Context: an optimization exercise on an open-source flow, tuned for small area. The choices shown serve that exercise and are no tape-out recipe. RTL that was checked went through simulation tests only; none was proved equivalent to the original. Only the layout flow was run in run 8; the RTL was not checked for function there. No activity file was given, so power comes from the tool's default toggle rates.

--- flow/design.v ---
package dnsle_pkg;
  localparam int MAX_LABEL = 62;
  localparam int RING_DEPTH = MAX_LABEL + 1;
  localparam int CNT_W      = 6;
  localparam int BYTE_W     = 8;
  localparam int LEN_W      = 16;
  localparam logic [BYTE_W-1:0] DOT_CHAR = 8'd46;
endpackage
module dnsle_label_ram #(
  parameter int DEPTH = 63,
  parameter int WIDTH = 8
) (
  input  logic             clk,
  input  logic             wr_en,
  input  logic [WIDTH-1:0] wr_data,
  output logic [WIDTH-1:0] rd_data
);
  logic [DEPTH*WIDTH-1:0] ring_r;
  always_ff @(posedge clk) begin
    ring_r <= {ring_r[(DEPTH-1)*WIDTH-1:0],
               wr_en ? wr_data : ring_r[DEPTH*WIDTH-1 -: WIDTH]};
  end
  assign rd_data = ring_r[WIDTH-1:0];
endmodule
module dnsle_ctrl (
  input  logic        clk,
  input  logic        rst_n,
  input  logic        in_valid,
  output logic        in_ready,
  input  logic        in_mode,
  input  logic [7:0]  in_char_code,
  output logic        wr_en,
  input  logic [7:0]  rd_data,
  output logic        out_valid,
  input  logic        out_ready,
  output logic [7:0]  out_byte,
  output logic        out_last_of_run,
  output logic [15:0] out_encoded_length,
  output logic        out_label_overflow
);
  localparam int CNT_W = dnsle_pkg::CNT_W;
  localparam int LEN_W = dnsle_pkg::LEN_W;
  localparam logic [1:0] ST_IDLE  = 2'b00;
  localparam logic [1:0] ST_TSHOW = 2'b01;
  localparam logic [1:0] ST_DATA  = 2'b10;
  localparam logic [1:0] ST_TERM  = 2'b11;
  logic [1:0]       state_r;
  logic [CNT_W-1:0] off_r;
  logic [CNT_W-1:0] count_r;
  logic             dot_r;
  logic             ovf_r;
  logic             term_r;
  logic [LEN_W-1:0] enc_r;
  logic             valid_r;
  logic [7:0]       byte_r;
  logic st_idle, st_data, st_term, st_tshow;
  logic can_push, is_dot, empty, full, at_slot, closes, writes, take;
  logic consume, last, push, cnt_up, cnt_down;
  assign st_idle  = (state_r == ST_IDLE);
  assign st_data  = (state_r == ST_DATA);
  assign st_term  = (state_r == ST_TERM);
  assign st_tshow = (state_r == ST_TSHOW);
  assign can_push = !valid_r || out_ready;
  assign is_dot   = (in_char_code == dnsle_pkg::DOT_CHAR);
  assign empty    = (count_r == '0);
  assign full     = (count_r == CNT_W'(dnsle_pkg::MAX_LABEL));
  assign at_slot  = (off_r == count_r);
  assign closes   = in_mode || dot_r;
  assign writes   = !in_mode && !is_dot && (dot_r || !full);
  assign in_ready = st_idle && can_push && (!writes || at_slot);
  assign take     = in_valid && in_ready;
  assign wr_en    = take && writes;
  assign consume  = st_data && can_push && (off_r == CNT_W'(1));
  assign last     = (count_r == CNT_W'(1));
  assign push     = (take && closes && !(in_mode && empty)) || consume ||
                    (st_term && can_push);
  assign cnt_up   = wr_en && (!closes || empty);
  assign cnt_down = consume && !(last && !term_r && !dot_r);
  logic [CNT_W-1:0] cnt_tog;
  always_comb begin
    cnt_tog[0] = cnt_up || cnt_down;
    for (int i = 1; i < CNT_W; i++)
      cnt_tog[i] = cnt_tog[i-1] && (count_r[i-1] ? cnt_up : cnt_down);
  end
  logic [CNT_W-1:0] off_tog;
  logic             off_wrap;
  assign off_wrap = !consume && (off_r == CNT_W'(dnsle_pkg::MAX_LABEL));
  always_comb begin
    off_tog[0] = !consume;
    for (int i = 1; i < CNT_W; i++) off_tog[i] = off_tog[i-1] && off_r[i-1];
  end
  always_ff @(posedge clk) begin
    if (!rst_n) begin
      state_r <= ST_IDLE;
      off_r   <= '0;
      count_r <= '0;
      dot_r   <= 1'b0;
      ovf_r   <= 1'b0;
      valid_r <= 1'b0;
    end else begin
      case (state_r)
        ST_IDLE: begin
          if (take && closes) begin
            if (in_mode && empty) state_r <= ST_TERM;
            else if (!empty)      state_r <= ST_DATA;
          end
        end
        ST_DATA:  if (consume && last) state_r <= term_r ? ST_TERM : ST_IDLE;
        ST_TERM:  if (can_push) state_r <= ST_TSHOW;
        default:  if (out_ready) state_r <= ST_IDLE;
      endcase
      off_r <= (off_r ^ off_tog) & ~{CNT_W{off_wrap}};
      count_r <= count_r ^ cnt_tog;
      if (take) dot_r <= !in_mode && is_dot;
      if (st_tshow && out_ready)                          ovf_r <= 1'b0;
      else if (take && !in_mode && !dot_r && !is_dot && full) ovf_r <= 1'b1;
      if (push)           valid_r <= 1'b1;
      else if (out_ready) valid_r <= 1'b0;
    end
  end
  always_ff @(posedge clk) begin
    if (take && closes) term_r <= in_mode;
  end
  logic [LEN_W-1:0] enc_n;
  always_ff @(posedge clk) begin
    if (!rst_n || (st_tshow && out_ready)) enc_n <= '1;
    else if (push && enc_n != '0)          enc_n <= enc_n - LEN_W'(1);
  end
  assign enc_r = ~enc_n;
  always_ff @(posedge clk) begin
    if (push) byte_r <= st_data ? rd_data : 8'(count_r);
  end
  assign out_valid          = valid_r;
  assign out_byte           = byte_r;
  assign out_last_of_run    = !state_r[1];
  assign out_encoded_length = st_tshow ? enc_r : '0;
  assign out_label_overflow = ovf_r;
endmodule
module dns_name_label_encoder (
  input  logic        clk,
  input  logic        rst_n,
  input  logic        in_valid,
  output logic        in_ready,
  input  logic        in_mode,
  input  logic [7:0]  in_char_code,
  output logic        out_valid,
  input  logic        out_ready,
  output logic [7:0]  out_byte,
  output logic        out_last_of_run,
  output logic [15:0] out_encoded_length,
  output logic        out_label_overflow
);
  logic       wr_en;
  logic [7:0] rd_data;
  dnsle_label_ram #(
    .DEPTH (dnsle_pkg::RING_DEPTH),
    .WIDTH (dnsle_pkg::BYTE_W)
  ) u_ram (
    .clk     (clk),
    .wr_en   (wr_en),
    .wr_data (in_char_code),
    .rd_data (rd_data)
  );
  dnsle_ctrl u_ctrl (
    .clk                (clk),
    .rst_n              (rst_n),
    .in_valid           (in_valid),
    .in_ready           (in_ready),
    .in_mode            (in_mode),
    .in_char_code       (in_char_code),
    .wr_en              (wr_en),
    .rd_data            (rd_data),
    .out_valid          (out_valid),
    .out_ready          (out_ready),
    .out_byte           (out_byte),
    .out_last_of_run    (out_last_of_run),
    .out_encoded_length (out_encoded_length),
    .out_label_overflow (out_label_overflow)
  );
endmodule
--- flow/flow/run.sh ---
#!/bin/bash
# Layout flow: the standard ORFS layout (standard.sh), with these changes
# passed to ORFS through its own variables:
#  - synthesis maps logic with an area-oriented ABC script (abc_area.script
#    here) in place of ORFS's speed script; the synthesis script is
#    otherwise the standard flow's synth_recipe.tcl unchanged, so registers and names are
#    those of the standard synthesis;
#  - clock tree synthesis without dummy loads, with clkbuf_8 buffers and sink
#    clusters of at most 20 flip-flops (CTS_ARGS);
#  - port buffers of the smallest buffer cell (BUFFER_PORTS_ARGS).
# Each tool's full output is kept in the ORFS logs under orfs/logs, and the
# make output in flow_make.log here.
set -euo pipefail
here=$(pwd)
{
  printf 'proc abc {args} {\n'
  printf '  set i [lsearch $args -script]\n'
  printf '  if {$i >= 0} { lset args [expr {$i + 1}] %s/flow/abc_area.script }\n' "$here"
  printf '  yosys abc {*}$args\n'
  printf '}\n'
  cat synth_recipe.tcl
} > own_synth.tcl
sed -E "s#SYNTH_SCRIPT=[^ ]+#SYNTH_SCRIPT=$here/own_synth.tcl#" standard.sh > own_standard.sh
grep -q "SYNTH_SCRIPT=$here/own_synth.tcl" own_standard.sh
export CTS_ARGS="-sink_clustering_enable -repair_clock_nets -dont_use_dummy_load -sink_clustering_size 20 -sink_clustering_max_diameter 60 -buf_list sky130_fd_sc_hd__clkbuf_8"
export BUFFER_PORTS_ARGS="-buffer_cell sky130_fd_sc_hd__buf_1"
bash own_standard.sh > flow_make.log 2>&1
--- flow/flow/abc_area.script ---
strash
dch -f
map -a
strash
dch -f
map -a
strash
dch -f
map -a
topo
--- flow/standard.sh ---
#!/bin/bash
# synth_recipe.tcl (not shown) runs the flow's synth.tcl, then flattens the netlist and writes it again
# the make line also repeats each setting of config.mk as NAME=value (left out here)
make -C /OpenROAD-flow-scripts/flow DESIGN_CONFIG=/design/flow/config.mk WORK_HOME=/design/flow/orfs CLKGATE_MAP_FILE= SYNTH_SCRIPT=/design/flow/synth_recipe.tcl "${@:-finish}"
--- flow/config.mk ---
export PLATFORM = sky130hd
export DESIGN_NAME = dns_name_label_encoder
export DESIGN_NICKNAME = dns_name_label_encoder
export VERILOG_FILES = /design/flow/design.v
export SDC_FILE = /design/flow/constraint.sdc
export NUM_CORES = 4
export LEC_CHECK = 0
export CAP_MARGIN = 20
export CORE_MARGIN = 2
export CORE_UTILIZATION = 78
export SLEW_MARGIN = 20
--- flow/constraint.sdc ---
create_clock -name core_clock -period 5.5 [get_ports {clk}]
set_input_delay 1.1000 -clock core_clock [delete_from_list [all_inputs] [get_ports {clk}]]
set_output_delay 1.1000 -clock core_clock [all_outputs]
set_load 0.01 [all_outputs]
==> results of run 1 <==
metrics by stage:
stage,hold WS [ns],cell area (µm²),setup slack [ns]
after floorplan,0.310,12200,0.987
after global placement,0.312,12700,0.866
Yosys cell counts (all sizes together) (2+ instances only):
| library cell | n |
|---|---|
| mux2 | 6 |
| o211ai | 8 |
| nor4 | 8 |
| ha | 5 |
| dfxtp | 537 |
| edfxtp | 9 |
| nand2 | 43 |
| nor3 | 4 |
| o21ai | 27 |
| o2111ai | 2 |
| nand4 | 3 |
| a21oi | 14 |
| o21a | 2 |
| nand3 | 12 |
| a31oi | 3 |
| clkinv | 41 |
| nor2 | 52 |
| a211oi | 4 |
how the worst max path moves through the flow:
stage,startpoint,end,slack (ns),cells past startpoint
2_1_floorplan,in_char_code[4],u_ctrl.enc_n[15],0.99,16
3_3_place_gp,in_char_code[4],u_ctrl.count_r[5],0.87,15
power by group through the flow:
stage             clock network (W)  logic [W]  registers [W]
floorplan                         0   0.000187        0.00449
global placement                  0   0.000270        0.00452
cells by family after synthesis:
family	after synthesis
AOI/OAI and AO/OA	66
muxes	6
DFF	546
xor gates and xnor gates	2
adders and majority gates	5
and+or+nand+nor	125
buffers and inverters	41
==> impl_metrics.tcl, run 1 <==
set metrics [dict create \
    ys_seq_area_frac 0.900 \
    synth.mux.area_fraction 0.00552 \
    synth_area_mm2 0.0122 \
    synth_cell_types 29 \
    synth-xor-area-share 0.00143 \
    io_buffers 40 \
    synth_top_cell_area_share 0.878 \
    synth_top_family_by_area "simple AND/OR/NAND/NOR gates" \
    ys_ff_latch 546 \
    initial_utilization 0.803 \
    synth_edf_count 9 \
    synth_nets 809 \
    synth-compound-area-share 0.0325 \
    error "[ERROR DPL-0033] detailed placement checks failed during check placement." \
    yosys_warnings 2 \
    synth_simple_gate_area_frac 0.0431 \
    ios 41 \
    status "did not finish" \
    synthArstFlopShare 0 \
    yosys-top-cells-area "dfxtp_1, edfxtp_1, nor2_1" \
    lastStage "detailed placement" \
    synthCells 791 \
    gp_congestion 0.802 \
    synthAdderAreaFrac 0.00511 \
    dpl.hpwl_um 14100 \
    synth-main-ff-cell "dfxtp_1" \
    num_rows 45 \
    die-width_um 129 \
    fp.dieH_um 129 \
    avgSynthCellArea_um2 15.5 \
    yosys.area.top_type "dfxtp_1" \
]
==> inputs of run 2 (changes only) <==
--- a/flow/config.mk
+++ b/flow/config.mk
@@ -7,5 +7,5 @@
 export LEC_CHECK = 0
 export CAP_MARGIN = 20
 export CORE_MARGIN = 2
-export CORE_UTILIZATION = 78
+export CORE_UTILIZATION = 70
 export SLEW_MARGIN = 20
==> run 2 against run 1 <==
  * The run now finishes clean
  * Synthesized cell count did not move
  * Area after synthesis unchanged
==> impl_metrics.tcl, run 2 <==
set metrics [dict create \
    status "timing/DRC/antenna clean" \
    cts_buffer_depth 3 \
    rsz0062_at_grt "false" \
    io_buffers 40 \
    crit_required_ns 4.40 \
    synthCells 791 \
    timing.slew.headroom 0.530 \
    fp.dieH_um 136 \
    finalSetupTns_ns 0 \
    hp-start "u_ram.ring_r[131]" \
    ys_ff_latch 546 \
    n_antenna_cell 0 \
    yosys.area.top_type "dfxtp_1" \
    final_common_cell "dfxtp_1" \
    grt_use_total 0.198 \
    tritoncts "done" \
    skew_ns 0.0470 \
    synth.most_common_cell "dfxtp_1" \
    regMostFlops "u_ram.ring_r" \
    post_drt_wl_per_cell_um 16.1 \
    core_area_mm2 0.0172 \
    drive_gt1_frac 0.0508 \
    gp_congestion 0.841 \
    synth_edf_count 9 \
    htree_levels 1 \
    hold_end "u_ram.ring_r[139]" \
    root_buffer "clkbuf_8" \
    grt_pass1_wl_um 28200 \
    critPathMaxStageDelay_ns 0.71 \
    drt_iter0_markers 306 \
    reg.largest.list "u_ram.ring_r x504, u_ctrl.enc_n x16, u_ctrl.byte_r x8" \
    avgSynthCellArea_um2 15.5 \
    r2r_setup_slack_ns 1.45 \
    layout.nets 886 \
    post_cts_buffers 0 \
    slew_violations 0 \
    min_path_cells 0 \
    reg2regPathDepth 16 \
    period_share 0.740 \
    arrival_ns 2.97 \
    ir_drop_uv 357 \
    largest_register_ffs 504 \
    drv_cap 0 \
    ctsHoldBuffers 0 \
    die-area_mm2 0.0186 \
    synthArstFlopShare 0 \
    worstHoldPathType "reg -> reg" \
    crit_path_cell_trace "clkinv_1 -> nand2_1 -> o2111ai_1 -> or4_2 -> a2111oi_0 -> buf_4 -> buf_1" \
    r2r_end "u_ctrl.count_r[5]" \
    final_hold_viol_count 0 \
    placed_area_mm2 0.0127 \
    post-route-util 0.765 \
    yosys_warnings 2 \
    ios 41 \
    grt_max_degree 21 \
    synthTopCellsByCount "dfxtp_1, nor2_1, nand2_1, clkinv_1, o21ai_0" \
    critPathBufInv 3 \
    numCtsBuffers 31 \
    num_rows 48 \
    synth-main-ff-cell "dfxtp_1" \
    drt-total-wl_um 17600 \
    ys_seq_area_frac 0.900 \
    initial_utilization 0.713 \
    grt_pass1_vias 5444 \
    synth_area_mm2 0.0122 \
    dp_cells 1060 \
    r2r_start "u_ctrl.count_r[4]" \
    yosys-top-cells-area "dfxtp_1, edfxtp_1, nor2_1" \
    path_class "reg -> out" \
    clkLatencyLatePin_ns 0.58 \
    power_density_mw_per_mm2 481 \
    start_kind "flip-flop" \
    ctsResizeCount 0 \
    design_area_mm2 0.0131 \
    fin_crit_ns 4.07 \
    detail-route-antenna-nets 0 \
    p_leak_nw 5.10 \
    stdcell_count 1091 \
    fmax_mhz 246 \
    die-width_um 136 \
    drc_errors 0 \
    path_delay_family "simple AND/OR/NAND/NOR gates" \
    crit_slowest_cell "or4_2" \
    synth_nets 809 \
    synth_top_cell_area_share 0.878 \
    firstDrtPassIters 5 \
    clkTransAtPathRegs_ns 0.11 \
    antenna_found_initial 0 \
    end_kind "output port" \
    area_growth_pct 7.25 \
    mostFrequentLayoutCells "dfxtp_1, nor2_1, nand2_1, clkinv_1, buf_1" \
    tightest_slew_ns 0.699 \
    dpl.hpwl_um 11200 \
    cts.sinks 546 \
    crit_fanout 8 \
    num_vias 5327 \
    setup-violations-final 0 \
    via_per_inst 4.88 \
    overflow 0 \
    synth_cell_types 29 \
]
-- run 2: cell counts after synthesis --
Identical to the previous run, type by type.
-- run 2: power breakdown --
part,switching (W),internal (W)
sequential,0.000139,0.00433
clock,0.00103,0.000507
combinational,0.000215,0.000102
-- run 2: worst max-delay path by stage --
stage / start / endpoint / slack, ns / cells past startpoint
2_1_floorplan: in_char_code[4] / u_ctrl.enc_n[15] / 0.99 / 16
3_3_place_gp: in_char_code[4] / u_ctrl.count_r[5] / 1.39 / 17
3_5_place_dp: in_char_code[4] / u_ctrl.count_r[5] / 1.12 / 17
4_1_cts: u_ctrl.count_r[4] / in_ready / 1.43 / 7
5_1_grt: u_ctrl.count_r[4] / u_ctrl.enc_n[15] / 1.12 / 17
6_report: u_ctrl.count_r[4] / in_ready / 1.43 / 7
-- run 2: cells by family after synthesis --
| kind of cell | count (synthesis) | share of synthesized area |
|---|---|---|
| flip-flops | 546 | 0.900 |
| AND/OR/NAND/NOR | 125 | 0.0431 |
| AO/OA/AOI/OAI | 66 | 0.0325 |
| buffers and inverters | 41 | 0.0126 |
| multiplexers | 6 | 0.00552 |
| adder cells (fa/ha/maj) | 5 | 0.00511 |
| XOR/XNOR | 2 | 0.00143 |
-- run 2: per-layer routing --
| layer | global-route usage | wire [µm] |
|---|---|---|
| met3 | 0.0440 | 980 |
| met1 | 0.282 | 8280 |
| met2 | 0.308 | 7840 |
| met5 | 0 | 0 |
| met4 | 0.0590 | 461 |
-- run 2: final cells by class --
class	count	area (µm²)
Timing Repair Buffer	44	180
Sequential cell	546	11000
Tap cell	225	282
Inverter	41	154
Multi-Input combinational cell	204	1070
Fill cell	971	4040
Clock buffer	31	427
-- run 2: per-stage QoR --
stage | setup slack, ns | hold slack (ns) | total power [W]
after floorplan | 0.987 | 0.310 | 0.00468
after global placement | 1.39 | 0.311 | 0.00483
after detailed placement | 1.12 | 0.312 | 0.00486
after CTS | 1.43 | 0.268 | 0.00636
after global routing | 1.12 | 0.279 | 0.00655
final | 1.43 | 0.271 | 0.00632
==> inputs of run 3 (changes only) <==
--- a/flow/config.mk
+++ b/flow/config.mk
@@ -7,5 +7,5 @@
 export LEC_CHECK = 0
 export CAP_MARGIN = 20
 export CORE_MARGIN = 2
-export CORE_UTILIZATION = 70
+export CORE_UTILIZATION = 75
 export SLEW_MARGIN = 20
==> run 3 against run 2 <==
  * Die area shrank 6.5%
  * Sequential power is essentially flat
  * Core utilization grew 5.8 points
  * Largest power group unchanged
  * Highest routed layer unchanged
  * Critical endpoint is now u_ctrl.count_r[5]
==> impl_metrics.tcl, run 3 <==
set metrics [dict create \
    layout.nets 884 \
    avgSynthCellArea_um2 15.5 \
    gp_congestion 0.873 \
    post_cts_buffers 0 \
    drv_cap 0 \
    ys_ff_latch 546 \
    drc_errors 0 \
    final_common_cell "dfxtp_1" \
    synth_edf_count 9 \
    root_buffer "clkbuf_8" \
    clkTransAtPathRegs_ns 0.12 \
    antenna_found_initial 0 \
    synthCells 791 \
    drt_iter0_markers 384 \
    tritoncts "done" \
    num_vias 5342 \
    reg.largest.list "u_ram.ring_r x504, u_ctrl.enc_n x16, u_ctrl.byte_r x8" \
    synth_top_cell_area_share 0.878 \
    timing.hold.ws_ns 0.270 \
    core_area_mm2 0.0159 \
    largest_register_ffs 504 \
    start_kind "flip-flop" \
    synth_area_mm2 0.0122 \
    end_kind "flip-flop" \
    initial_utilization 0.768 \
    ir_drop_uv 367 \
    detail-route-antenna-nets 0 \
    dpl.hpwl_um 11900 \
    overflow 0 \
    yosys-top-cells-area "dfxtp_1, edfxtp_1, nor2_1" \
    htree_levels 1 \
    path_class "reg -> reg" \
    synth-main-ff-cell "dfxtp_1" \
    power_density_mw_per_mm2 481 \
    ctsResizeCount 0 \
    n_antenna_cell 0 \
    num_rows 46 \
    firstDrtPassIters 5 \
    slew_violations 0 \
    synth.most_common_cell "dfxtp_1" \
    numCtsBuffers 31 \
    tightest_slew_ns 0.933 \
    highest_layer "met4" \
    area_growth_pct 7.04 \
    grt_pass1_vias 5495 \
    fp.dieH_um 132 \
    status "timing/DRC/antenna clean" \
    timing.slew.headroom 0.371 \
    synth_nets 809 \
    rsz0062_at_grt "false" \
    setup-violations-final 0 \
    mostFrequentLayoutCells "dfxtp_1, nor2_1, nand2_1, clkinv_1, buf_1" \
    dp_cells 1049 \
    crit_required_ns 6.00 \
    post-route-util 0.822 \
    worstHoldPathType "reg -> reg" \
    regMostFlops "u_ram.ring_r" \
    synth_cell_types 29 \
    finalPower_w 0.00630 \
    die-area_mm2 0.0174 \
    skew_ns 0.0484 \
    period_share 0.848 \
    synthTopCellsByCount "dfxtp_1, nor2_1, nand2_1, clkinv_1, o21ai_0" \
    ys_seq_area_frac 0.900 \
    fmax_mhz 214 \
    cts.sinks 546 \
    finalSetupTns_ns 0 \
    final_hold_viol_count 0 \
    grt_pass1_wl_um 29300 \
    grt_use_total 0.216 \
    synthArstFlopShare 0 \
    grt_max_degree 21 \
    fin_crit_ns 4.66 \
    yosys.area.top_type "dfxtp_1" \
    via_per_inst 4.95 \
    cts_buffer_depth 3 \
    p_leak_nw 5.09 \
    drt-total-wl_um 18200 \
    die-width_um 132 \
    wl_met1_um 8310 \
    wl_met2_um 8440 \
    io_buffers 40 \
    clkLatencyLatePin_ns 0.57 \
    ctsHoldBuffers 0 \
    post_drt_wl_per_cell_um 16.8 \
    ios 41 \
    drive_gt1_frac 0.0486 \
    route.met3.wl_um 834 \
    arrival_ns 5.17 \
    yosys_warnings 2 \
    crit_fanout 11 \
    stdcell_count 1080 \
]
## run 3: cell counts after synthesis
Identical to the previous run, type by type.
## run 3: final cells by class
class	count	area, µm²
sequential	546	11000
timing repair buffer	42	165
clock buffer	31	427
multi-input combinational	204	1070
tap	216	270
fill	755	2830
inverter	41	154
## run 3: power breakdown
part	switching, W	internal, W	leakage (nW)
sequential	0.000143	0.00433	4.45
clock	0.00103	0.000507	0.223
combinational	0.000210	0.0000903	0.421
total	0.00138	0.00492	5.09
## run 3: worst max-delay path, stage by stage (launching register included)
cell and delay, ns:
dfxtp_1 0.38, clkinv_1 0.25, nand2_1 0.14, o2111ai_1 0.14
or4_2 0.68, a2111oi_0 0.69, nand3_1 0.17, buf_4 0.25
nor2_1 0.30, clkinv_1 0.24, a21oi_1 0.31, o211ai_1 0.22
nor2_1 0.32, o2111a_1 0.29, a21oi_1 0.08, o21a_1 0.11
## run 3: routing by layer
metal  up-vias  track usage
met3        40       0.0358
li1       2652            -
met2       158        0.350
met4         0       0.0773
met1      2492        0.301
met5         -            0
## run 3: logic make-up (layout without fill, tap and decap cells)
kind of cell | Yosys count | in the layout | share of synthesized area
simple gates | 125 | 125 | 0.0431
flops | 546 | 546 | 0.900
buf+inv | 41 | 114 | 0.0126
xor+xnor | 2 | 2 | 0.00143
fa+ha+maj | 5 | 5 | 0.00511
compound gates | 66 | 66 | 0.0325
mux | 6 | 6 | 0.00552
## run 3: through the flow
| stage | instance area, µm² | worst slack (ns) |
|---|---|---|
| final | 13100 | 0.836 |
| after global routing | 13100 | 0.530 |
| after CTS | 13100 | 0.987 |
| after detailed placement | 12700 | 0.499 |
| after global placement | 12700 | 1.10 |
| after floorplan | 12200 | 0.987 |
## run 3: worst paths after layout
path                     start           endpoint  slack (ns)  depth (start not counted)
min reg2reg  u_ram.ring_r[290]  u_ram.ring_r[298]        0.27                          0
max          u_ctrl.count_r[4]  u_ctrl.count_r[5]        0.84                         15
max reg2reg  u_ctrl.count_r[4]  u_ctrl.count_r[5]        0.84                         15
min          u_ram.ring_r[290]  u_ram.ring_r[298]        0.27                          0
==> inputs of run 4 (changes only) <==
--- a/flow/flow/run.sh
+++ b/flow/flow/run.sh
@@ -22,6 +22,6 @@
 } > own_synth.tcl
 sed -E "s#SYNTH_SCRIPT=[^ ]+#SYNTH_SCRIPT=$here/own_synth.tcl#" standard.sh > own_standard.sh
 grep -q "SYNTH_SCRIPT=$here/own_synth.tcl" own_standard.sh
-export CTS_ARGS="-sink_clustering_enable -repair_clock_nets -dont_use_dummy_load -sink_clustering_size 20 -sink_clustering_max_diameter 60 -buf_list sky130_fd_sc_hd__clkbuf_8"
+export CTS_ARGS="-sink_clustering_enable -repair_clock_nets -dont_use_dummy_load -sink_clustering_size 20 -sink_clustering_max_diameter 45 -buf_list sky130_fd_sc_hd__clkbuf_8"
 export BUFFER_PORTS_ARGS="-buffer_cell sky130_fd_sc_hd__buf_1"
 bash own_standard.sh > flow_make.log 2>&1
==> flow/flow/abc_area.script (replaced) <==
strash
dch -f
amap
strash
dch -f
amap
topo
==> run 4 against run 3 <==
  * Still clean on timing, DRC and antenna
  * Sequential power barely moved
  * First-iteration DRC count increased by 8.1%
  * Cell area up 0.24%
  * Clock power up 8%
  * Sequential share of layout area decreased by 0.20 points
  * Fmax fell by 5.7%
  * Worst setup slack got worse by 0.28 ns
  * Non-clock buffer count grew 1
  * Via count up 4.3%
  * Hold slack better by 0.017 ns
  * Critical path depth is 6 higher
  * Largest power group unchanged
==> impl_metrics.tcl, run 4 <==
set metrics [dict create \
    initial_utilization 0.767 \
    antenna_found_initial 0 \
    fp.dieH_um 131 \
    fmax_mhz 202 \
    tightest_slew_ns 1.01 \
    drt-total-wl_um 19800 \
    synth_area_mm2 0.0122 \
    cts_buffer_depth 3 \
    power_density_mw_per_mm2 492 \
    mostFrequentLayoutCells "dfxtp_1, nor2_1, buf_1, clkbuf_8" \
    path_class "in -> reg" \
    yosys-top-cells-area "dfxtp_1, edfxtp_1, nor2_1" \
    finalSetupTns_ns 0 \
    dpl.hpwl_um 11700 \
    root_buffer "clkbuf_8" \
    ctsResizeCount 0 \
    die-area_mm2 0.0173 \
    synth_cell_types 25 \
    synth_top_cell_area_share 0.882 \
    die-width_um 131 \
    timing.slew.headroom 0.320 \
    start_kind "primary input" \
    cp-startpoint "in_char_code[5]" \
    final_common_cell "dfxtp_1" \
    yosys.area.top_type "dfxtp_1" \
    crit_fanout 7 \
    synth.most_common_cell "dfxtp_1" \
    core_area_mm2 0.0159 \
    tritoncts "done" \
    avgSynthCellArea_um2 15.7 \
    grt_max_degree 21 \
    ys_ff_latch 546 \
    post-route-util 0.827 \
    numCtsBuffers 36 \
    drv_cap 0 \
    regMostFlops "u_ram.ring_r" \
    cts.sinks 546 \
    via_per_inst 5.21 \
    crit_required_ns 5.88 \
    detail-route-antenna-nets 0 \
    ys_seq_area_frac 0.904 \
    clkTransAtPathRegs_ns 0.10 \
    firstDrtPassIters 6 \
    end_kind "flip-flop" \
    num-fill-cells 746 \
    hp-start "u_ram.ring_r[381]" \
    post_drt_wl_per_cell_um 18.5 \
    ios 41 \
    fin_crit_ns 4.95 \
    final_hold_viol_count 0 \
    synthTopCellsByCount "dfxtp_1, nor2_1, clkinv_1, nand2_1, a21oi_1" \
    grt_use_total 0.240 \
    gp_congestion 0.872 \
    design_area_mm2 0.0131 \
    largest_register_ffs 504 \
    rsz0062_at_grt "false" \
    grt_pass1_wl_um 31800 \
    overflow 0 \
    synthCells 775 \
    drive_gt1_frac 0.0480 \
    n_antenna_cell 0 \
    num_rows 46 \
    synth_edf_count 9 \
    critPathMaxStageDelay_ns 0.39 \
    status "timing/DRC/antenna clean" \
    num_vias 5571 \
    yosys_warnings 2 \
    r2r_start "u_ctrl.off_r[3]" \
    synth_nets 793 \
    drc_errors 0 \
    io_buffers 40 \
    skew_ns 0.0538 \
    arrival_ns 5.33 \
    placed_area_mm2 0.0126 \
    ctsHoldBuffers 0 \
    p_leak_nw 5.12 \
    crit_path_cell_trace "buf_1 -> nand2_1 -> nor4_1 -> buf_4 -> clkinv_1 -> nand3_1 -> a31oi_1 -> nor3_1 -> nand2_1 -> nor2_1 -> clkinv_1 -> o221ai_1 -> o41ai_2 -> nor2_1 -> nand3_1 -> or3_1 -> or3_1 -> nor2_1 -> clkinv_1 -> o21ai_0 -> o211ai_1" \
    grt_pass1_vias 5827 \
    worstHoldPathType "reg -> reg" \
    period_share 0.900 \
    slew_violations 0 \
    layout.nets 874 \
    drt_iter0_markers 415 \
    setup-violations-final 0 \
    ir_drop_uv 357 \
    synth-main-ff-cell "dfxtp_1" \
    htree_levels 2 \
    crit_slowest_cell "or3_1" \
    post_cts_buffers 0 \
    synthArstFlopShare 0 \
    reg.largest.list "u_ram.ring_r x504, u_ctrl.enc_n x16, u_ctrl.byte_r x8" \
    area_growth_pct 7.81 \
    clkLatencyLatePin_ns 0.55 \
]
run 4: routing by layer:
| layer | GRT usage | wire, µm | vias up |
|---|---|---|---|
| li1 | - | - | 2634 |
| met1 | 0.311 | 8490 | 2601 |
| met2 | 0.387 | 9200 | 240 |
| met3 | 0.0540 | 1140 | 96 |
| met4 | 0.114 | 955 | 0 |
| met5 | 0 | 0 | - |
run 4: critical path: cells and delay by family:
kind                   cells  cell delay (ns)
AOI/OAI and AO/OA          5             1.10
and+or+nand+nor           11             2.50
buffers and inverters      5             0.63
run 4: kinds of logic (layout without fill, tap and decap cells):
group | count (synthesis) | count (layout) | share of synthesized area
flip-flops | 546 | 546 | 0.904
adder cells (fa/ha/maj) | 5 | 5 | 0.00513
AO/OA/AOI/OAI | 68 | 68 | 0.0354
buffers and inverters | 29 | 108 | 0.00893
XOR/XNOR | 1 | 1 | 0.000719
AND/OR/NAND/NOR | 126 | 126 | 0.0457
run 4: cell type report:
type / count / area, µm² / share of cell area
flip-flops and latches: 546 / 11000 / 0.839
multi-input cells: 200 / 1070 / 0.0817
clock buffers: 36 / 495 / 0.0377
well taps: 216 / 270 / 0.0206
repair buffers: 43 / 173 / 0.0131
inverters: 29 / 109 / 0.00828
run 4: stage by stage:
step | setup WS [ns] | hold WS, ns | instances | total power, W
final | 0.553 | 0.286 | 1070 | 0.00646
after global routing | 0.293 | 0.275 | 1070 | 0.00668
after CTS | 0.681 | 0.269 | 1070 | 0.00649
after detailed placement | 0.293 | 0.312 | 1034 | 0.00485
after global placement | 0.640 | 0.311 | 1034 | 0.00481
after floorplan | 0.317 | 0.310 | 775 | 0.00467
run 4: where the power goes:
part | internal (W) | switching, W
logic | 0.0000961 | 0.000238
registers | 0.00432 | 0.000140
clock network | 0.000594 | 0.00107
run 4: final timing paths:
| path | slack, ns | cells after the start | to |
|---|---|---|---|
| worst max-delay path | 0.55 | 21 | u_ctrl.enc_n[11] |
| worst min-delay path | 0.29 | 0 | u_ram.ring_r[389] |
| worst max register to register | 0.66 | 19 | u_ctrl.enc_n[11] |
| worst min register to register | 0.29 | 0 | u_ram.ring_r[389] |
==> inputs of run 5 (changes only) <==
--- a/flow/flow/run.sh
+++ b/flow/flow/run.sh
@@ -22,6 +22,6 @@
 } > own_synth.tcl
 sed -E "s#SYNTH_SCRIPT=[^ ]+#SYNTH_SCRIPT=$here/own_synth.tcl#" standard.sh > own_standard.sh
 grep -q "SYNTH_SCRIPT=$here/own_synth.tcl" own_standard.sh
-export CTS_ARGS="-sink_clustering_enable -repair_clock_nets -dont_use_dummy_load -sink_clustering_size 20 -sink_clustering_max_diameter 45 -buf_list sky130_fd_sc_hd__clkbuf_8"
+export CTS_ARGS="-sink_clustering_enable -repair_clock_nets -dont_use_dummy_load -sink_clustering_size 18 -sink_clustering_max_diameter 60 -buf_list sky130_fd_sc_hd__clkbuf_8"
 export BUFFER_PORTS_ARGS="-buffer_cell sky130_fd_sc_hd__buf_1"
 bash own_standard.sh > flow_make.log 2>&1
==> run 5 against run 4 <==
  * Clock skew increased by 0.0024 ns
  * Register-to-register slack improved by 0.08 ns
  * Power decreased by 0.52%
  * Clock-buffer cell count unchanged
  * Flip-flop and latch count unchanged
  * Area after synthesis unchanged
  * Cell count unchanged
  * Critical path type unchanged
  * Highest routed layer unchanged
==> impl_metrics.tcl, run 5 <==
set metrics [dict create \
    ctsResizeCount 0 \
    synth_edf_count 9 \
    status "timing/DRC/antenna clean" \
    crit_fanout 7 \
    drc_errors 0 \
    drv_cap 0 \
    num-fill-cells 782 \
    ctsHoldBuffers 0 \
    synth-main-ff-cell "dfxtp_1" \
    clkTransAtPathRegs_ns 0.10 \
    overflow 0 \
    detail-route-antenna-nets 0 \
    die-area_mm2 0.0173 \
    io_buffers 40 \
    gp_congestion 0.872 \
    via_per_inst 5.13 \
    dpl.hpwl_um 11700 \
    synthArstFlopShare 0 \
    timing.slew.headroom 0.270 \
    crit_path_cell_trace "buf_1 -> nand2_1 -> nor4_1 -> buf_4 -> clkinv_1 -> nand3_1 -> a31oi_1 -> nor3_1 -> nand2_1 -> nor2_1 -> clkinv_1 -> o221ai_1 -> o41ai_2 -> nor2_1 -> nand3_1 -> or3_1 -> or3_1 -> nor3_1 -> clkinv_1 -> nor3_1 -> o221ai_1" \
    yosys.area.top_type "dfxtp_1" \
    fmax_mhz 207 \
    slew_violations 0 \
    tritoncts "done" \
    p_leak_nw 5.12 \
    crit_slowest_cell "or3_1" \
    fp.dieH_um 131 \
    synth_top_family_by_area "simple AND/OR/NAND/NOR gates" \
    synthCells 775 \
    synth-compound-area-share 0.0354 \
    final_hold_viol_count 0 \
    htree_levels 2 \
    layout.nets 874 \
    die-width_um 131 \
    core_area_mm2 0.0159 \
    yosys_warnings 2 \
    num_rows 46 \
    area_growth_pct 7.76 \
    fin_crit_ns 4.84 \
    critPathMaxStageDelay_ns 0.40 \
    avgSynthCellArea_um2 15.7 \
    synth_simple_gate_area_frac 0.0457 \
    synth-xor-area-share 0.000719 \
    design_area_mm2 0.0131 \
    skew_ns 0.0562 \
    p_clk_frac 0.256 \
    rsz0062_at_grt "false" \
    drt-total-wl_um 18700 \
    post_cts_buffers 0 \
    n_antenna_cell 0 \
    synth_top_cell_area_share 0.882 \
    synth_nets 793 \
    ios 41 \
    power_density_mw_per_mm2 489 \
    arrival_ns 5.21 \
    post-route-util 0.827 \
    ys_ff_latch 546 \
    grt_pass1_wl_um 30000 \
    p_comb_frac 0.051 \
    sequentialPowerShare 0.693 \
    path_delay_family "simple AND/OR/NAND/NOR gates" \
    cts_buffer_depth 3 \
    firstDrtPassIters 6 \
    grt_max_degree 19 \
    synth.most_common_cell "dfxtp_1" \
    p_sw_w 0.00142 \
    clkLatencyLatePin_ns 0.56 \
    ys_seq_area_frac 0.904 \
    synthAdderAreaFrac 0.00513 \
    numCtsBuffers 36 \
    regMostFlops "u_ram.ring_r" \
    path_class "in -> reg" \
    period_share 0.879 \
    yosys-top-cells-area "dfxtp_1, edfxtp_1, nor2_1" \
    drive_gt1_frac 0.0468 \
    synthTopCellsByCount "dfxtp_1, nor2_1, clkinv_1, nand2_1, a21oi_1" \
    critPathBufInv 5 \
    finalSetupTns_ns 0 \
    drt_iter0_markers 388 \
    seqCellArea_mm2 0.0110 \
    multi_input_area_mm2 0.00107 \
    reg.largest.list "u_ram.ring_r x504, u_ctrl.enc_n x16, u_ctrl.byte_r x8" \
    finalPower_w 0.00643 \
    grt_use_total 0.224 \
    mostFrequentLayoutCells "dfxtp_1, nor2_1, buf_1, clkbuf_8" \
    tightest_slew_ns 1.09 \
    grt_pass1_vias 5589 \
    synth_area_mm2 0.0122 \
    worstHoldPathType "reg -> reg" \
    final_common_cell "dfxtp_1" \
    ir_drop_uv 374 \
    synth_cell_types 25 \
    initial_utilization 0.767 \
    post_drt_wl_per_cell_um 17.5 \
    root_buffer "clkbuf_8" \
    setup-violations-final 0 \
    largest_register_ffs 504 \
    num_vias 5485 \
    cts.sinks 546 \
    internal_power_w 0.00501 \
    antenna_found_initial 1 \
    p_sw_frac 0.221 \
    end_kind "flip-flop" \
    start_kind "primary input" \
    crit_required_ns 5.87 \
    placed_area_mm2 0.0126 \
    synth.mux.area_fraction 0 \
]
run 5: cell counts after synthesis:
No cell type changed its count.
run 5: path summary, 6_finish.rpt:
check / startpoint / slack, ns / endpoint / cells after the start
worst max-delay path: in_char_code[5] / 0.66 / u_ctrl.enc_n[15] / 21
worst min-delay path: u_ram.ring_r[239] / 0.29 / u_ram.ring_r[247] / 0
worst max register to register: u_ctrl.count_r[2] / 0.74 / u_ctrl.enc_n[15] / 19
worst min register to register: u_ram.ring_r[239] / 0.29 / u_ram.ring_r[247] / 0
run 5: cell type report:
cell class	instances	area share
well taps	216	0.0206
multi-input cells	200	0.0813
clock buffers	36	0.0377
inverters	29	0.00829
repair buffers	43	0.0131
flip-flops and latches	546	0.839
run 5: per-layer routing:
layer,part of all wire,up-vias,routed length [µm],track usage
met4,0.039,0,731,0.0960
met3,0.060,74,1120,0.0455
met2,0.46,234,8540,0.357
met5,0,-,0,0
li1,-,2637,-,-
met1,0.44,2540,8280,0.305
run 5: kinds of logic after synthesis:
group	Yosys count
simple gates	126
fa+ha+maj	5
compound gates	68
flops	546
xor+xnor	1
buf+inv	29
run 5: worst reg2reg max path: cells and delay by family, from the launching register on:
kind / cells / cell delay (ns)
and+or+nand+nor: 10 / 2.44
AOI/OAI and AO/OA: 6 / 1.26
buffers and inverters: 3 / 0.53
DFF: 1 / 0.41
run 5: metrics by stage:
| stage | setup WS [ns] | hold slack [ns] | instances |
|---|---|---|---|
| floorplan | 0.317 | 0.310 | 775 |
| global placement | 0.640 | 0.311 | 1034 |
| detailed placement | 0.293 | 0.312 | 1034 |
| CTS | 0.827 | 0.285 | 1070 |
| global route | 0.375 | 0.295 | 1070 |
| finish | 0.665 | 0.287 | 1070 |
run 5: power groups by stage:
stage	clock network (W)	registers, W	logic, W
finish	0.00165	0.00445	0.000325
CTS	0.00169	0.00446	0.000316
global route	0.00182	0.00448	0.000353
global placement	0	0.00452	0.000291
floorplan	0	0.00448	0.000191
detailed placement	0	0.00454	0.000313
==> inputs of run 6 (changes only) <==
--- a/flow/design.v
+++ b/flow/design.v
@@ -43,7 +43,6 @@
   localparam logic [1:0] ST_IDLE  = 2'b00;
   localparam logic [1:0] ST_TSHOW = 2'b01;
   localparam logic [1:0] ST_DATA  = 2'b10;
-  localparam logic [1:0] ST_TERM  = 2'b11;
   logic [1:0]       state_r;
   logic [CNT_W-1:0] off_r;
   logic [CNT_W-1:0] count_r;
@@ -53,12 +52,11 @@
   logic [LEN_W-1:0] enc_r;
   logic             valid_r;
   logic [7:0]       byte_r;
-  logic st_idle, st_data, st_term, st_tshow;
+  logic st_idle, st_data, st_tshow;
   logic can_push, is_dot, empty, full, at_slot, closes, writes, take;
   logic consume, last, push, cnt_up, cnt_down;
   assign st_idle  = (state_r == ST_IDLE);
-  assign st_data  = (state_r == ST_DATA);
-  assign st_term  = (state_r == ST_TERM);
+  assign st_data  = state_r[1];
   assign st_tshow = (state_r == ST_TSHOW);
   assign can_push = !valid_r || out_ready;
   assign is_dot   = (in_char_code == dnsle_pkg::DOT_CHAR);
@@ -70,10 +68,10 @@
   assign in_ready = st_idle && can_push && (!writes || at_slot);
   assign take     = in_valid && in_ready;
   assign wr_en    = take && writes;
-  assign consume  = st_data && can_push && (off_r == CNT_W'(1));
+  assign consume  = st_data && !empty && can_push && (off_r == CNT_W'(1));
   assign last     = (count_r == CNT_W'(1));
-  assign push     = (take && closes && !(in_mode && empty)) || consume ||
-                    (st_term && can_push);
+  assign push     = (take && closes && !(in_mode && empty)) ||
+                    (st_data && can_push && (empty || off_r == CNT_W'(1)));
   assign cnt_up   = wr_en && (!closes || empty);
   assign cnt_down = consume && !(last && !term_r && !dot_r);
   logic [CNT_W-1:0] cnt_tog;
@@ -99,14 +97,11 @@
       valid_r <= 1'b0;
     end else begin
       case (state_r)
-        ST_IDLE: begin
-          if (take && closes) begin
-            if (in_mode && empty) state_r <= ST_TERM;
-            else if (!empty)      state_r <= ST_DATA;
-          end
+        ST_IDLE:  if (take && closes && (in_mode || !empty)) state_r <= ST_DATA;
+        ST_DATA: begin
+          if (empty && can_push)                 state_r <= ST_TSHOW;
+          else if (consume && last && !term_r)   state_r <= ST_IDLE;
         end
-        ST_DATA:  if (consume && last) state_r <= term_r ? ST_TERM : ST_IDLE;
-        ST_TERM:  if (can_push) state_r <= ST_TSHOW;
         default:  if (out_ready) state_r <= ST_IDLE;
       endcase
       off_r <= (off_r ^ off_tog) & ~{CNT_W{off_wrap}};
@@ -128,7 +123,7 @@
   end
   assign enc_r = ~enc_n;
   always_ff @(posedge clk) begin
-    if (push) byte_r <= st_data ? rd_data : 8'(count_r);
+    if (push) byte_r <= consume ? rd_data : 8'(count_r);
   end
   assign out_valid          = valid_r;
   assign out_byte           = byte_r;
--- a/flow/flow/run.sh
+++ b/flow/flow/run.sh
@@ -22,6 +22,6 @@
 } > own_synth.tcl
 sed -E "s#SYNTH_SCRIPT=[^ ]+#SYNTH_SCRIPT=$here/own_synth.tcl#" standard.sh > own_standard.sh
 grep -q "SYNTH_SCRIPT=$here/own_synth.tcl" own_standard.sh
-export CTS_ARGS="-sink_clustering_enable -repair_clock_nets -dont_use_dummy_load -sink_clustering_size 18 -sink_clustering_max_diameter 60 -buf_list sky130_fd_sc_hd__clkbuf_8"
+export CTS_ARGS="-sink_clustering_enable -repair_clock_nets -dont_use_dummy_load -sink_clustering_size 20 -sink_clustering_max_diameter 55 -buf_list sky130_fd_sc_hd__clkbuf_8"
 export BUFFER_PORTS_ARGS="-buffer_cell sky130_fd_sc_hd__buf_1"
 bash own_standard.sh > flow_make.log 2>&1
==> run 6 against run 5 <==
  * Largest cell class unchanged
  * Synthesized cell count fell by 1.0%
  * Critical endpoint unchanged
  * Cell area down 0.63%
  * Still clean on timing, DRC and antenna
  * Sequential share of layout area up 0.53 points
  * Hold slack worse by 0.020 ns
  * Register-to-register slack better by 0.26 ns
  * Sequential power shrank 5.6%
  * Flip-flop and latch count unchanged
  * First-iteration DRC count increased by 24%
  * Fmax is 1.6% lower
==> impl_metrics.tcl, run 6 <==
set metrics [dict create \
    path_delay_family "simple AND/OR/NAND/NOR gates" \
    avgSynthCellArea_um2 15.9 \
    status "timing/DRC/antenna clean" \
    mostFrequentLayoutCells "dfxtp_1, nor2_1, buf_1, clkinv_1, clkbuf_8" \
    num_vias 5369 \
    detail-route-antenna-nets 0 \
    post_drt_wl_per_cell_um 18.0 \
    worstHoldPathType "reg -> reg" \
    synth.most_common_cell "dfxtp_1" \
    drt_iter0_markers 482 \
    synth_cell_types 32 \
    skew_ns 0.0525 \
    root_buffer "clkbuf_8" \
    multi_input_area_mm2 0.00104 \
    critPathBufInv 5 \
    fin_crit_ns 4.91 \
    ys_seq_area_frac 0.905 \
    rsz0062_at_grt "false" \
    placed_area_mm2 0.0126 \
    synthArstFlopShare 0 \
    seqCellArea_mm2 0.0110 \
    finalSetupTns_ns 0 \
    numCtsBuffers 31 \
    power_density_mw_per_mm2 446 \
    dpl.hpwl_um 12300 \
    drc_errors 0 \
    layout.nets 861 \
    antenna_found_initial 2 \
    final_common_cell "dfxtp_1" \
    synth_top_cell_area_share 0.882 \
    synth-main-ff-cell "dfxtp_1" \
    yosys_warnings 2 \
    synth_nets 786 \
    setup-violations-final 0 \
    crit_fanout 5 \
    yosys-top-cells-area "dfxtp_1, edfxtp_1, nor2_1" \
    core_area_mm2 0.0159 \
    crit_required_ns 5.91 \
    overflow 0 \
    post_cts_buffers 0 \
    period_share 0.894 \
    htree_levels 1 \
    synthCells 767 \
    initial_utilization 0.767 \
    crit_slowest_cell "nor4_1" \
    tightest_slew_ns 0.730 \
    yosys.area.top_type "dfxtp_1" \
    area_growth_pct 7.15 \
    design_area_mm2 0.0131 \
    firstDrtPassIters 7 \
    num-fill-cells 763 \
    reg.largest.list "u_ram.ring_r x504, u_ctrl.enc_n x16, u_ctrl.byte_r x8" \
    gp_congestion 0.854 \
    synthTopCellsByCount "dfxtp_1, nor2_1, clkinv_1, nand2_1, o21ai_0" \
    ctsResizeCount 0 \
    largest_register_ffs 504 \
    drv_cap 0 \
    fmax_mhz 203 \
    grt_pass1_wl_um 30100 \
    ys_ff_latch 546 \
    clkLatencyLatePin_ns 0.60 \
    start_kind "primary input" \
    ir_drop_uv 326 \
    crit_path_cell_trace "buf_1 -> nand4_1 -> nor4_1 -> clkinv_1 -> nand3_1 -> a31oi_1 -> nor4_1 -> nand2_1 -> nor2_1 -> o21a_1 -> or2_0 -> o31ai_1 -> clkinv_1 -> nand3_1 -> nor2_1 -> clkinv_1 -> nor2_1 -> clkinv_1 -> or3_1 -> nor2_1 -> o221ai_1" \
    via_per_inst 5.08 \
    tritoncts "done" \
    die-width_um 131 \
    final_hold_viol_count 0 \
    num_rows 46 \
    synth_edf_count 9 \
    drive_gt1_frac 0.0405 \
    path_class "in -> reg" \
    ios 41 \
    die-area_mm2 0.0173 \
    regMostFlops "u_ram.ring_r" \
    slew_violations 0 \
    ctsHoldBuffers 0 \
    post-route-util 0.822 \
    grt_use_total 0.226 \
    arrival_ns 5.32 \
    fp.dieH_um 131 \
    cts_buffer_depth 3 \
    cts.sinks 546 \
    io_buffers 40 \
    grt_max_degree 21 \
    end_kind "flip-flop" \
    critPathMaxStageDelay_ns 0.52 \
    grt_pass1_vias 5444 \
    clkTransAtPathRegs_ns 0.11 \
    drt-total-wl_um 19000 \
    p_leak_nw 5.07 \
    synth_area_mm2 0.0122 \
    timing.slew.headroom 0.512 \
]
-- run 6: changes by cell type after synthesis, sizes merged, moves of 2 or more --
cell,delta
a211oi,-2
o211ai,-3
o21a,+3
a21oi,-5
or2,+3
clkinv,+4
nand3,-3
a221oi,+3
a2111oi,-2
nand2,-7
o221ai,+2
-- run 6: area by class of cell --
type                       count  area share
antenna                        1    0.000192
clock buffer                  31      0.0327
inverter                      33     0.00949
multi-input combinational    188      0.0799
sequential                   546       0.844
tap                          216      0.0207
timing repair buffer          42      0.0127
-- run 6: per-stage QoR --
step / hold WS, ns / total power (W) / setup WS [ns] / std cells
after floorplan: 0.310 / 0.00431 / 0.785 / 767
after global placement: 0.310 / 0.00435 / 0.776 / 1025
after detailed placement: 0.312 / 0.00438 / 0.0778 / 1025
after CTS: 0.268 / 0.00585 / 0.696 / 1056
after global routing: 0.266 / 0.00600 / 0.301 / 1056
final: 0.268 / 0.00582 / 0.586 / 1057
-- run 6: final timing paths --
check | from | endpoint | slack [ns] | cells after the start
min | u_ram.ring_r[269] | u_ram.ring_r[277] | 0.27 | 0
max reg2reg | u_ctrl.count_r[2] | u_ctrl.enc_n[15] | 1.00 | 20
min reg2reg | u_ram.ring_r[269] | u_ram.ring_r[277] | 0.27 | 0
max | in_char_code[3] | u_ctrl.enc_n[15] | 0.59 | 21
-- run 6: cell families after synthesis --
kind of cell | after synthesis | synth area share
adders and majority gates | 6 | 0.00616
AOI/OAI and AO/OA | 65 | 0.0358
and+or+nand+nor | 117 | 0.0431
DFF | 546 | 0.905
buffers and inverters | 33 | 0.0102
-- run 6: routing by layer --
layer  vias up  wire [µm]  global-route usage
li1       2599          -                   -
met1      2523       8450               0.312
met2       200       8890               0.366
met3        47       1060              0.0444
met4         0        600              0.0743
met5         -          0                   0
-- run 6: power breakdown --
group | internal, W | switching, W | leakage [nW]
clock | 0.000507 | 0.00102 | 0.223
sequential | 0.00414 | 0.0000626 | 4.45
combinational | 0.0000284 | 0.0000652 | 0.397
==> inputs of run 7 (changes only) <==
--- a/flow/flow/run.sh
+++ b/flow/flow/run.sh
@@ -22,6 +22,6 @@
 } > own_synth.tcl
 sed -E "s#SYNTH_SCRIPT=[^ ]+#SYNTH_SCRIPT=$here/own_synth.tcl#" standard.sh > own_standard.sh
 grep -q "SYNTH_SCRIPT=$here/own_synth.tcl" own_standard.sh
-export CTS_ARGS="-sink_clustering_enable -repair_clock_nets -dont_use_dummy_load -sink_clustering_size 20 -sink_clustering_max_diameter 55 -buf_list sky130_fd_sc_hd__clkbuf_8"
+export CTS_ARGS="-sink_clustering_enable -repair_clock_nets -dont_use_dummy_load -sink_clustering_size 20 -sink_clustering_max_diameter 60 -buf_list sky130_fd_sc_hd__clkbuf_8"
 export BUFFER_PORTS_ARGS="-buffer_cell sky130_fd_sc_hd__buf_1"
 bash own_standard.sh > flow_make.log 2>&1
==> run 7 against run 6 <==
  * Clock power hardly changed
  * Combinational power hardly changed
  * Critical path type unchanged
  * Clock skew stayed put
  * Synthesized cell count stayed put
  * Core utilization stayed put
  * Cell area stayed put
  * Largest cell class unchanged
  * Clock-buffer cell count stayed put
  * First-iteration DRC count stayed put
  * Flip-flop and latch count stayed put
==> impl_metrics.tcl, run 7 <==
set metrics [dict create \
    num_rows 46 \
    cp.depth 21 \
    largest_register_ffs 504 \
    crit_required_ns 5.91 \
    skew_ns 0.0525 \
    internal_power_w 0.00467 \
    synthArstFlopShare 0 \
    start_kind "primary input" \
    area_growth_pct 7.15 \
    grt_use_total 0.226 \
    grt_max_degree 21 \
    synth_edf_count 9 \
    tightest_slew_ns 0.730 \
    crit_slowest_cell "nor4_1" \
    detail-route-antenna-nets 0 \
    antenna_found_initial 2 \
    synth_nets 786 \
    arrival_ns 5.32 \
    reg.largest.list "u_ram.ring_r x504, u_ctrl.enc_n x16, u_ctrl.byte_r x8" \
    synth.most_common_cell "dfxtp_1" \
    io_buffers 40 \
    min_path_cells 0 \
    p_sw_frac 0.198 \
    ctsHoldBuffers 0 \
    timing.slew.headroom 0.512 \
    root_buffer "clkbuf_8" \
    ys_seq_area_frac 0.905 \
    numCtsBuffers 31 \
    final_hold_viol_count 0 \
    ys_ff_latch 546 \
    num-fill-cells 763 \
    p_clk_frac 0.263 \
    r2r_end "u_ctrl.enc_n[15]" \
    dpl.hpwl_um 12300 \
    final_common_cell "dfxtp_1" \
    ir_drop_uv 326 \
    cts_buffer_depth 3 \
    clkTransAtPathRegs_ns 0.11 \
    fmax_mhz 203 \
    grt_pass1_wl_um 30100 \
    r2r_start "u_ctrl.count_r[2]" \
    path_delay_family "simple AND/OR/NAND/NOR gates" \
    finalSetupTns_ns 0 \
    tritoncts "done" \
    synth-main-ff-cell "dfxtp_1" \
    fin_crit_ns 4.91 \
    setup-violations-final 0 \
    synth_area_mm2 0.0122 \
    yosys-top-cells-area "dfxtp_1, edfxtp_1, nor2_1" \
    overflow 0 \
    post-route-util 0.822 \
    p_leak_nw 5.07 \
    hp-start "u_ram.ring_r[269]" \
    crit_path_cell_trace "buf_1 -> nand4_1 -> nor4_1 -> clkinv_1 -> nand3_1 -> a31oi_1 -> nor4_1 -> nand2_1 -> nor2_1 -> o21a_1 -> or2_0 -> o31ai_1 -> clkinv_1 -> nand3_1 -> nor2_1 -> clkinv_1 -> nor2_1 -> clkinv_1 -> or3_1 -> nor2_1 -> o221ai_1" \
    seqCellArea_mm2 0.0110 \
    die-area_mm2 0.0173 \
    num_vias 5369 \
    synthCells 767 \
    r2r_setup_slack_ns 1.00 \
    rsz0062_at_grt "false" \
    worstHoldPathType "reg -> reg" \
    reg2regPathDepth 20 \
    stdcell_count 1057 \
    firstDrtPassIters 7 \
    die-width_um 131 \
    initial_utilization 0.767 \
    clkLatencyLatePin_ns 0.60 \
    grt_pass1_vias 5444 \
    crit_fanout 5 \
    post_cts_buffers 0 \
    end_kind "flip-flop" \
    drt-total-wl_um 19000 \
    post_drt_wl_per_cell_um 18.0 \
    ios 41 \
    core_area_mm2 0.0159 \
    multi_input_area_mm2 0.00104 \
    status "timing/DRC/antenna clean" \
    hold_end "u_ram.ring_r[277]" \
    slew_violations 0 \
    layout.nets 861 \
    synthTopCellsByCount "dfxtp_1, nor2_1, clkinv_1, nand2_1, o21ai_0" \
    synth_top_cell_area_share 0.882 \
    p_sw_w 0.00115 \
    critPathMaxStageDelay_ns 0.52 \
    cp-startpoint "in_char_code[3]" \
    regMostFlops "u_ram.ring_r" \
    dp_cells 1025 \
    critPathBufInv 5 \
    sequentialPowerShare 0.721 \
    drc_errors 0 \
    avgSynthCellArea_um2 15.9 \
    htree_levels 1 \
    fp.dieH_um 131 \
    yosys.area.top_type "dfxtp_1" \
    via_per_inst 5.08 \
    ctsResizeCount 0 \
    p_comb_frac 0.016 \
    drv_cap 0 \
    gp_congestion 0.854 \
    path_class "in -> reg" \
    drive_gt1_frac 0.0405 \
    power_density_mw_per_mm2 446 \
    mostFrequentLayoutCells "dfxtp_1, nor2_1, buf_1, clkinv_1, clkbuf_8" \
    yosys_warnings 2 \
    cts.sinks 546 \
    period_share 0.894 \
    drt_iter0_markers 482 \
    synth_cell_types 32 \
]
## run 7: cell counts after synthesis
Identical to the previous run, type by type.
## run 7: logic make-up (layout without fill, tap and decap cells)
kind of cell             after synthesis  count (layout)  synth area share
flip-flops                           546             546             0.905
AND/OR/NAND/NOR                      117             117            0.0431
AO/OA/AOI/OAI                         65              65            0.0358
buffers and inverters                 33             106            0.0102
adder cells (fa/ha/maj)                6               6           0.00616
other                                  0               1                 0
## run 7: worst reg2reg max path: cells and delay by family, from the launching register on
family / cells / cell delay [ns]
DFF: 1 / 0.37
and+or+nand+nor: 12 / 2.71
AOI/OAI and AO/OA: 4 / 0.61
buffers and inverters: 4 / 0.67
## run 7: layer usage
metal / global-route usage / wire [µm] / vias up / part of all wire
met2: 0.366 / 8890 / 200 / 0.47
li1: - / - / 2599 / -
met4: 0.0743 / 600 / 0 / 0.032
met1: 0.312 / 8450 / 2523 / 0.44
met3: 0.0444 / 1060 / 47 / 0.056
met5: 0 / 0 / - / 0
## run 7: worst max path at each step
stage	end	slack [ns]
after detailed placement	u_ctrl.enc_n[15]	0.08
after global placement	u_ctrl.enc_n[15]	0.78
after global routing	u_ctrl.enc_n[15]	0.30
final	u_ctrl.enc_n[15]	0.59
after CTS	u_ctrl.enc_n[15]	0.70
after floorplan	u_ctrl.enc_n[15]	0.78
## run 7: through the flow
stage,cell area (µm²),setup slack [ns],hold WS [ns],power (W)
2_1_floorplan,12200,0.785,0.310,0.00431
3_3_place_gp,12600,0.776,0.310,0.00435
3_5_place_dp,12600,0.0778,0.312,0.00438
4_1_cts,13000,0.696,0.268,0.00585
5_1_grt,13100,0.301,0.266,0.00600
6_report,13100,0.586,0.268,0.00582
## run 7: area by class of cell
class                      instances  share of cell area
multi-input combinational        188              0.0799
antenna                            1            0.000192
inverter                          33             0.00949
tap                              216              0.0207
sequential                       546               0.844
timing repair buffer              42              0.0127
clock buffer                      31              0.0327
## run 7: power groups by stage
stage	Sequential [W]	Combinational, W	Clock [W]
floorplan	0.00425	0.0000531	0
global placement	0.00427	0.0000825	0
detailed placement	0.00429	0.0000904	0
CTS	0.00420	0.0000915	0.00156
global route	0.00421	0.000102	0.00168
finish	0.00420	0.0000936	0.00153
==> inputs of run 8 (changes only) <==
--- a/flow/design.v
+++ b/flow/design.v
@@ -40,15 +40,15 @@
 );
   localparam int CNT_W = dnsle_pkg::CNT_W;
   localparam int LEN_W = dnsle_pkg::LEN_W;
-  localparam logic [1:0] ST_IDLE  = 2'b00;
-  localparam logic [1:0] ST_TSHOW = 2'b01;
-  localparam logic [1:0] ST_DATA  = 2'b10;
+  localparam logic [1:0] ST_IDLE   = 2'b00;
+  localparam logic [1:0] ST_TSHOW  = 2'b01;
+  localparam logic [1:0] ST_DATA_C = 2'b10;
+  localparam logic [1:0] ST_DATA_T = 2'b11;
   logic [1:0]       state_r;
   logic [CNT_W-1:0] off_r;
   logic [CNT_W-1:0] count_r;
   logic             dot_r;
   logic             ovf_r;
-  logic             term_r;
   logic [LEN_W-1:0] enc_r;
   logic             valid_r;
   logic [7:0]       byte_r;
@@ -73,7 +73,7 @@
   assign push     = (take && closes && !(in_mode && empty)) ||
                     (st_data && can_push && (empty || off_r == CNT_W'(1)));
   assign cnt_up   = wr_en && (!closes || empty);
-  assign cnt_down = consume && !(last && !term_r && !dot_r);
+  assign cnt_down = consume && !(last && !state_r[0] && !dot_r);
   logic [CNT_W-1:0] cnt_tog;
   always_comb begin
     cnt_tog[0] = cnt_up || cnt_down;
@@ -97,12 +97,13 @@
       valid_r <= 1'b0;
     end else begin
       case (state_r)
-        ST_IDLE:  if (take && closes && (in_mode || !empty)) state_r <= ST_DATA;
-        ST_DATA: begin
-          if (empty && can_push)                 state_r <= ST_TSHOW;
-          else if (consume && last && !term_r)   state_r <= ST_IDLE;
+        ST_IDLE: begin
+          if (take && closes && (in_mode || !empty))
+            state_r <= in_mode ? ST_DATA_T : ST_DATA_C;
         end
-        default:  if (out_ready) state_r <= ST_IDLE;
+        ST_DATA_C: if (consume && last) state_r <= ST_IDLE;
+        ST_DATA_T: if (empty && can_push) state_r <= ST_TSHOW;
+        default:   if (out_ready) state_r <= ST_IDLE;
       endcase
       off_r <= (off_r ^ off_tog) & ~{CNT_W{off_wrap}};
       count_r <= count_r ^ cnt_tog;
@@ -112,9 +113,6 @@
       if (push)           valid_r <= 1'b1;
       else if (out_ready) valid_r <= 1'b0;
     end
-  end
-  always_ff @(posedge clk) begin
-    if (take && closes) term_r <= in_mode;
   end
   logic [LEN_W-1:0] enc_n;
   always_ff @(posedge clk) begin
==> run 8 against run 7 <==
  * First-iteration DRC count fell by 14%
  * Via count rose by 2.0%
  * Area after synthesis rose by 0.36%
  * Cell count rose by 0.66%
  * Worst setup slack improved by 0.76 ns
  * Register-to-register slack improved by 0.39 ns
  * Combinational power rose to 3.2 times the previous value
  * Largest cell class unchanged
==> impl_metrics.tcl, run 8 <==
set metrics [dict create \
    final_common_cell "dfxtp_1" \
    status "timing/DRC/antenna clean" \
    tritoncts "done" \
    finalPower_w 0.00629 \
    setup-violations-final 0 \
    hp-start "u_ram.ring_r[130]" \
    layout.nets 874 \
    ctsResizeCount 0 \
    firstDrtPassIters 5 \
    crit_fanout 6 \
    timing.slew.headroom 0.384 \
    synth_edf_count 8 \
    end_kind "flip-flop" \
    area_growth_pct 7.05 \
    drt-total-wl_um 19900 \
    num-fill-cells 731 \
    arrival_ns 4.64 \
    synth_area_mm2 0.0122 \
    drv_cap 0 \
    initial_utilization 0.770 \
    grt_pass1_vias 5901 \
    synthTopCellsByCount "dfxtp_1, nor2_1, clkinv_1, a21oi_1, nand2_1" \
    seqCellArea_mm2 0.0110 \
    yosys-top-cells-area "dfxtp_1, edfxtp_1, nor2_1" \
    largest_register_ffs 504 \
    clkTransAtPathRegs_ns 0.11 \
    root_buffer "clkbuf_8" \
    start_kind "primary input" \
    clkLatencyLatePin_ns 0.59 \
    ir_drop_uv 308 \
    overflow 0 \
    yosys_warnings 2 \
    finalSetupTns_ns 0 \
    fp.dieH_um 132 \
    final_hold_viol_count 0 \
    post_drt_wl_per_cell_um 18.7 \
    synth_cell_types 27 \
    crit_required_ns 5.98 \
    n_antenna_cell 0 \
    reg.largest.list "u_ram.ring_r x504, u_ctrl.enc_n x16, u_ctrl.byte_r x8" \
    synthCells 775 \
    r2r_start "u_ctrl.count_r[3]" \
    drive_gt1_frac 0.0389 \
    placed_area_mm2 0.0127 \
    critPathMaxStageDelay_ns 0.35 \
    mostFrequentLayoutCells "dfxtp_1, nor2_1, buf_1, clkinv_1, clkbuf_8" \
    tightest_slew_ns 0.925 \
    htree_levels 1 \
    design_area_mm2 0.0131 \
    cp-startpoint "in_char_code[2]" \
    synth_nets 799 \
    crit_path_cell_trace "buf_1 -> nand3_1 -> nor3_1 -> nand4_1 -> nand2_1 -> nor2_1 -> nor3_1 -> nand2_1 -> nor2_1 -> buf_4 -> o21ai_0 -> a22oi_1 -> o221ai_1 -> clkinv_1 -> o221ai_1 -> nor2_1 -> o221ai_1 -> a211oi_1" \
    die-width_um 132 \
    post_cts_buffers 0 \
    gp_congestion 0.796 \
    worstHoldPathType "reg -> reg" \
    ctsHoldBuffers 0 \
    synth_top_cell_area_share 0.879 \
    synth.most_common_cell "dfxtp_1" \
    synthArstFlopShare 0 \
    crit_slowest_cell "nor3_1" \
    ys_ff_latch 545 \
    io_buffers 40 \
    dpl.hpwl_um 12100 \
    num_vias 5476 \
    ys_seq_area_frac 0.899 \
    drc_errors 0 \
    avgSynthCellArea_um2 15.8 \
    fmax_mhz 241 \
    die-area_mm2 0.0173 \
    num_rows 46 \
    cts.sinks 545 \
    rsz0062_at_grt "false" \
    detail-route-antenna-nets 0 \
    p_leak_nw 5.13 \
    ios 41 \
    drt_iter0_markers 414 \
    fin_crit_ns 4.16 \
    grt_max_degree 21 \
    period_share 0.756 \
    power_density_mw_per_mm2 481 \
    numCtsBuffers 31 \
    slew_violations 0 \
    grt_use_total 0.239 \
    via_per_inst 5.15 \
    regMostFlops "u_ram.ring_r" \
    core_area_mm2 0.0159 \
    skew_ns 0.0569 \
    cts_buffer_depth 3 \
    multi_input_area_mm2 0.00109 \
    yosys.area.top_type "dfxtp_1" \
    path_class "in -> reg" \
    grt_pass1_wl_um 32200 \
    synth-main-ff-cell "dfxtp_1" \
    antenna_found_initial 0 \
]
run 8: cell types whose count changed in the layout (fill, tap and decap cells not counted), moves of 4 or more:
cell | before | now
clkinv_1 | 33 | 39
o211ai_1 | 1 | 7
a21oi_1 | 14 | 19
ha_1 | 6 | 11
nor2b_1 | 4 | 9
nand2_1 | 22 | 18
nor2_1 | 55 | 51
run 8: final cells by class:
class | count | share of cell area
Tap cell | 216 | 0.0207
Sequential cell | 545 | 0.840
Multi-Input combinational cell | 191 | 0.0832
Clock buffer | 31 | 0.0326
Timing Repair Buffer | 42 | 0.0126
Inverter | 39 | 0.0112
run 8: logic make-up (layout without fill, tap and decap cells):
family | after synthesis | count (layout) | synth area share
AND/OR/NAND/NOR | 108 | 108 | 0.0402
adder cells (fa/ha/maj) | 11 | 11 | 0.0113
flip-flops | 545 | 545 | 0.899
AO/OA/AOI/OAI | 72 | 72 | 0.0376
buffers and inverters | 39 | 112 | 0.0120
run 8: layer usage:
metal	track usage	wire (µm)	up-vias	part of all wire
met4	0.0574	408	0	0.020
met1	0.311	8350	2619	0.42
met2	0.424	10100	195	0.51
met5	0	0	-	0
met3	0.0390	1050	36	0.053
li1	-	-	2626	-
run 8: worst max-delay path, delay by kind of cell:
family | cells | cell delay (ns)
AND/OR/NAND/NOR | 9 | 1.78
AO/OA/AOI/OAI | 6 | 1.31
buffers and inverters | 3 | 0.45
run 8: power by group:
group	total (W)	leakage, nW	switching [W]	internal, W
Sequential	0.00444	4.44	0.000133	0.00431
Clock	0.00156	0.223	0.00105	0.000507
Combinational	0.000297	0.463	0.000211	0.0000856
run 8: path summary, 6_finish.rpt:
path	end	slack, ns	cells after the start
worst max register to register	u_ctrl.count_r[5]	1.39	17
worst min register to register	u_ram.ring_r[138]	0.27	0
worst max-delay path	u_ctrl.count_r[5]	1.34	18
worst min-delay path	u_ram.ring_r[138]	0.27	0
run 8: through the flow:
| stage | setup WS [ns] | utilization | std cells | hold slack, ns |
|---|---|---|---|---|
| 2_1_floorplan | 1.35 | - | 775 | 0.310 |
| 3_3_place_gp | 1.28 | 0.797 | 1033 | 0.312 |
| 3_5_place_dp | 1.02 | 0.797 | 1033 | 0.312 |
| 4_1_cts | 1.53 | 0.824 | 1064 | 0.269 |
| 5_1_grt | 1.11 | 0.824 | 1064 | 0.272 |
| 6_report | 1.34 | 0.824 | 1064 | 0.265 |

==> re-timing with driven ports <==
In the flow no input, the clock included, has a driving cell. The finished layouts below were timed again as built, in two steps.
Step 1 sets driving cells, clkbuf_16 on the clock port and buf_2 on the other inputs (assumed; they add their load-dependent delay and slew).
Step 2 also shifts input and output timing later by t, the mid clock arrival at the registers, as if the neighbouring blocks saw the same clock.
a / b / c = no drivers / after step 1 / after step 2; a / b = the first two.
run	t (ns)	slack for setup (ns)	worst hold slack (ns)	cell pins on the clock port's net
run 2	0.603	1.428 / 1.390 / 1.038	0.271 / 0.271 / 0.271	1
run 3	0.597	0.836 / 0.836 / 0.345	0.270 / 0.270 / 0.270	1
run 4	0.568	0.553 / 0.567 / -0.001	0.286 / 0.286 / 0.286	1
run 5	0.571	0.665 / 0.680 / 0.109	0.287 / 0.287 / 0.287	1
run 6	0.617	0.586 / 0.602 / -0.015	0.268 / 0.268 / 0.268	1
run 7	0.617	0.586 / 0.602 / -0.015	0.268 / 0.268 / 0.268	1
run 8	0.605	1.343 / 1.359 / 0.755	0.265 / 0.265 / 0.265	1
Met with ideal ports but missed after step 2: setup timing in run 4, run 6 and run 7.
